Background: an optimization exercise with open tools, aiming at small area, a short achievable clock period and few clock cycles per item. Do not read the settings as production practice.
Function was checked by simulation only, so behaviour that the tests miss may differ from the original.
Power figures rest on the tool's default switching activity, not on a simulated workload.

## trial 5
Design ln_top, start of the top module:
module ln_top (
    input  logic                  core_clk,
    input  logic                  rst_n,
    input  logic                  ln_start,       
    input  ln_pkg::ln_cfg_t       cfg,            
    input  logic [(4 * 4 * 8)-1:0] lbuf_rdata,
    input  logic [(4 * 4 * 8)-1:0] cache_rdata,
    output logic                  ln_end,
    output ln_pkg::ln_lbuf_req_t  lbuf_req,
    output logic [(4 * 4 * 8)-1:0] lbuf_wdata,
    output ln_pkg::ln_cache_req_t cache_req,
    output logic [(4 * 4 * 8)-1:0] cache_wdata
);
    localparam int ROWS  = 4 * 4;
    localparam int ACC_W = 19;                    
    localparam int P_W   = 26;                    
    localparam logic [1:0] PT_SUMC = 2'd0;
    localparam logic [1:0] PT_SUMX = 2'd1;
    localparam logic [1:0] PT_OUTL = 2'd2;
    localparam logic [4:0] GAP     = 5'd18;       
    logic [13-1:0] ia_q, oa_q;
    logic [12-1:0]   n_q;
    logic [2:0] sh_s3;       
    logic [6:0] sh_mask;     
    logic       sh_s8;       
    always_ff @(posedge core_clk) begin
        ia_q  <= 13'(cfg.ifm_align);
        oa_q  <= 13'(cfg.ofm_align);
        n_q   <= cfg.channel_number;
        sh_s8 <= cfg.shift_out[3];
        sh_s3 <= cfg.shift_out[3] ? 3'd0 : cfg.shift_out[2:0];
        for (int j = 0; j < 7; j++)
            sh_mask[j] <= cfg.shift_out[3] || (cfg.shift_out[2:0] >= 3'(7 - j));
    end
    logic                  busy;
    logic                  act;         
    logic                  first;       
    logic [1:0]            pt;          
    logic [1:0]            pend;        
    logic [12-1:0]   cnt;         
    logic [4:0]            gap;
    logic                  gap_on;
    logic [11:0]           sl;          
    logic                  cren;
    logic [13-1:0] raddr, rbase, rnext;
    logic                  last_req;
    logic                  go;          
    logic                  lastn;       
    assign last_req = act && lastn;
    assign rnext    = rbase + ia_q;
    assign go       = gap_on && (gap == 5'd1);
    always_ff @(posedge core_clk or negedge rst_n) begin
        if (!rst_n) begin
            busy   <= 1'b0;
            act    <= 1'b0;
  ...
Size: ~1,100 flip-flops, roughly 690 I/O pins, roughly 64,000 µm² of cells after synthesis.
==> flow/config.mk <==
export PLATFORM = sky130hd
export DESIGN_NAME = ln_top
export DESIGN_NICKNAME = ln_top
export VERILOG_FILES = /design/flow/design.v
export SDC_FILE = /design/flow/constraint.sdc
export NUM_CORES = 4
export LEC_CHECK = 0
export CAP_MARGIN = 20
export CORE_MARGIN = 2
export CORE_UTILIZATION = 45
export CTS_BUF_LIST = sky130_fd_sc_hd__clkbuf_8
export CTS_CLUSTER_DIAMETER = 50
export CTS_CLUSTER_SIZE = 12
export PLACE_DENSITY = 0.6
export SLEW_MARGIN = 20
==> flow/constraint.sdc <==
create_clock -name core_clock -period 9.0 [get_ports {core_clk}]
set_input_delay 1.8000 -clock core_clock [delete_from_list [all_inputs] [get_ports {core_clk}]]
set_output_delay 1.8000 -clock core_clock [all_outputs]
set_load 0.01 [all_outputs]
standard.sh (not shown) runs the stock make flow with config.mk's settings and CLKGATE_MAP_FILE= SYNTH_SCRIPT=/design/flow/synth_recipe.tcl, a recipe that flattens the netlist after the stock synthesis.
==> flow/flow/run.sh <==
#!/bin/bash
set -euo pipefail
export BUFFER_PORTS_ARGS="-buffer_cell sky130_fd_sc_hd__buf_2"
export SETUP_SLACK_MARGIN=5.3
# clock tree: same settings as config.mk, without dummy balancing loads
export CTS_ARGS="-sink_clustering_enable -repair_clock_nets -dont_use_dummy_load -buf_list sky130_fd_sc_hd__clkbuf_8 -sink_clustering_size 12 -sink_clustering_max_diameter 50"
bash standard.sh > flow_make.log 2>&1
Trial 5 | stages: all done | timing, DRC, antenna: all pass
Testbench counts of trial 5, summed over its fixed seeds: cycles 69,512, items 40,736.
Modified inputs, build 88 compared to trial 5
--- a/flow/design.v
+++ b/flow/design.v
@@ -57,15 +57,15 @@
 );
     localparam int ROWS  = 4 * 4;
     localparam int ACC_W = 19;                    
     localparam int P_W   = 26;                    
     localparam logic [1:0] PT_SUMC = 2'd0;
     localparam logic [1:0] PT_SUMX = 2'd1;
     localparam logic [1:0] PT_OUTL = 2'd2;
-    localparam logic [4:0] GAP     = 5'd18;       
+    localparam logic [4:0] GAP     = 5'd17;       
     logic [13-1:0] ia_q, oa_q;
     logic [12-1:0]   n_q;
     logic [2:0] sh_s3;       
     logic [6:0] sh_mask;     
     logic       sh_s8;       
     always_ff @(posedge core_clk) begin
         ia_q  <= 13'(cfg.ifm_align);
@@ -220,21 +220,19 @@
     assign lbuf_req.ren   = act;
     assign lbuf_req.raddr = raddr;
     assign lbuf_req.wen   = lwen;
     assign lbuf_req.waddr = waddr;
     assign cache_req.ren  = cren;
     assign cache_req.wen  = p3_cwr;
     assign cache_req.addr = caddr;
-    logic [(4 * 4 * 8)-1:0] r_l;    
-    logic [(4 * 4 * 8)-1:0] r_o;    
+    logic [(4 * 4 * 8)-1:0] r_o;
     always_ff @(posedge core_clk) begin
-        r_l <= p2_sum ? lbuf_rdata : '0;
         r_o <= p2_srcc ? cache_rdata : lbuf_rdata;
     end
-    assign cache_wdata = r_l;
+    assign cache_wdata = r_o;
     logic                    ex_on;
     logic [3:0]              ek;
     logic [3:0]              ek_n;
     logic [6:0]              m_reg, m_d;
     logic [4:0]              e_reg, e_d, e_d2;
     logic                    sv, pv;
     logic signed [ACC_W-1:0] s_reg;
@@ -257,15 +255,15 @@
             ex_on <= 1'b0;
             ek    <= '0;
             sv    <= 1'b0;
             pv    <= 1'b0;
         end else begin
             sv <= ex_on;
             pv <= sv;
-            if (p3_sum && p3_last) begin
+            if (p2_sum && p2_last) begin
                 ex_on <= 1'b1;
                 ek    <= '0;
             end else if (ex_on) begin
                 ek <= ek + 4'd1;
                 if (ek == 4'd15) ex_on <= 1'b0;
             end
         end
@@ -312,15 +310,15 @@
         logic [10:0]      hi;
         logic [ACC_W-1:0] nxt;
         logic [9:0]       d;
         logic [9:0]       ne;
         logic             nf;
         logic             sg;
         logic [7:0]       shl;
-        assign u  = {r_l[r*8+7] ^ p3_sum, r_l[r*8 +: 7]};
+        assign u  = p2_sum ? {~lbuf_rdata[r*8+7], lbuf_rdata[r*8 +: 7]} : 8'd0;
         assign lo = {1'b0, acc[r][7:0]} + {1'b0, u};
         assign hi = acc[r][18:8] + {10'd0, lo[8]};
         if (r == ROWS - 1) begin : g_tail
             assign nxt = '0;
         end else begin : g_link
             assign nxt = acc[r+1];
         end
[summary]
- Lower initial antenna violation count goes to trial 5 over build 88.
- XOR/XNOR share of the synthesized area: trial 5 and build 88 compared, higher one is trial 5
- Taking trial 5 as the reference, in build 88 fraction of power consumed by combinational cells fell 9.8 points; hold slack rose 0.027 ns; sequential power fell 24%; final design utilization rose 2.5 points.
- Non-clock buffer count of build 88 exceeds that of trial 5 by more than 10%.
- Comparing trial 5 and build 88, the higher global-route usage is on build 88.
- Build 88 vs trial 5 — maximum clock frequency dropped slightly
Testbench counts of build 88, summed over its fixed seeds: cycles 69,324, items 40,736.

-- re-timing with driven ports --
The results above use ideal ports. As a check the final layouts listed here were re-extracted and re-timed, cells and wires unchanged.
Step 1 sets driving cells, clkbuf_16 on the clock port and buf_2 on the other inputs (assumed; they add their load-dependent delay and slew).
Step 2 adds t to the input delays and takes it off the output delays; t is the mean of the earliest and latest rising clock arrival at the registers after step 1. Input paths then give back, and output paths get back, about the clock's delay inside the block.
Slacks: ideal / step 1 / step 2; pairs: ideal / step 1.
run | shift t [ns] | setup WS [ns] | hold WS [ns]
trial 5 | 0.936 | 5.301 / 5.301 / 5.301 | 0.263 / 0.263 / 0.263
build 88 | 0.905 | 5.242 / 5.227 / 4.322 | 0.290 / 0.290 / 0.290
After both steps setup and hold are still met in every run listed. For build 88, which loses most, drivers alone change the setup slack by -0.015 ns; drivers and shift together by -0.920 ns.
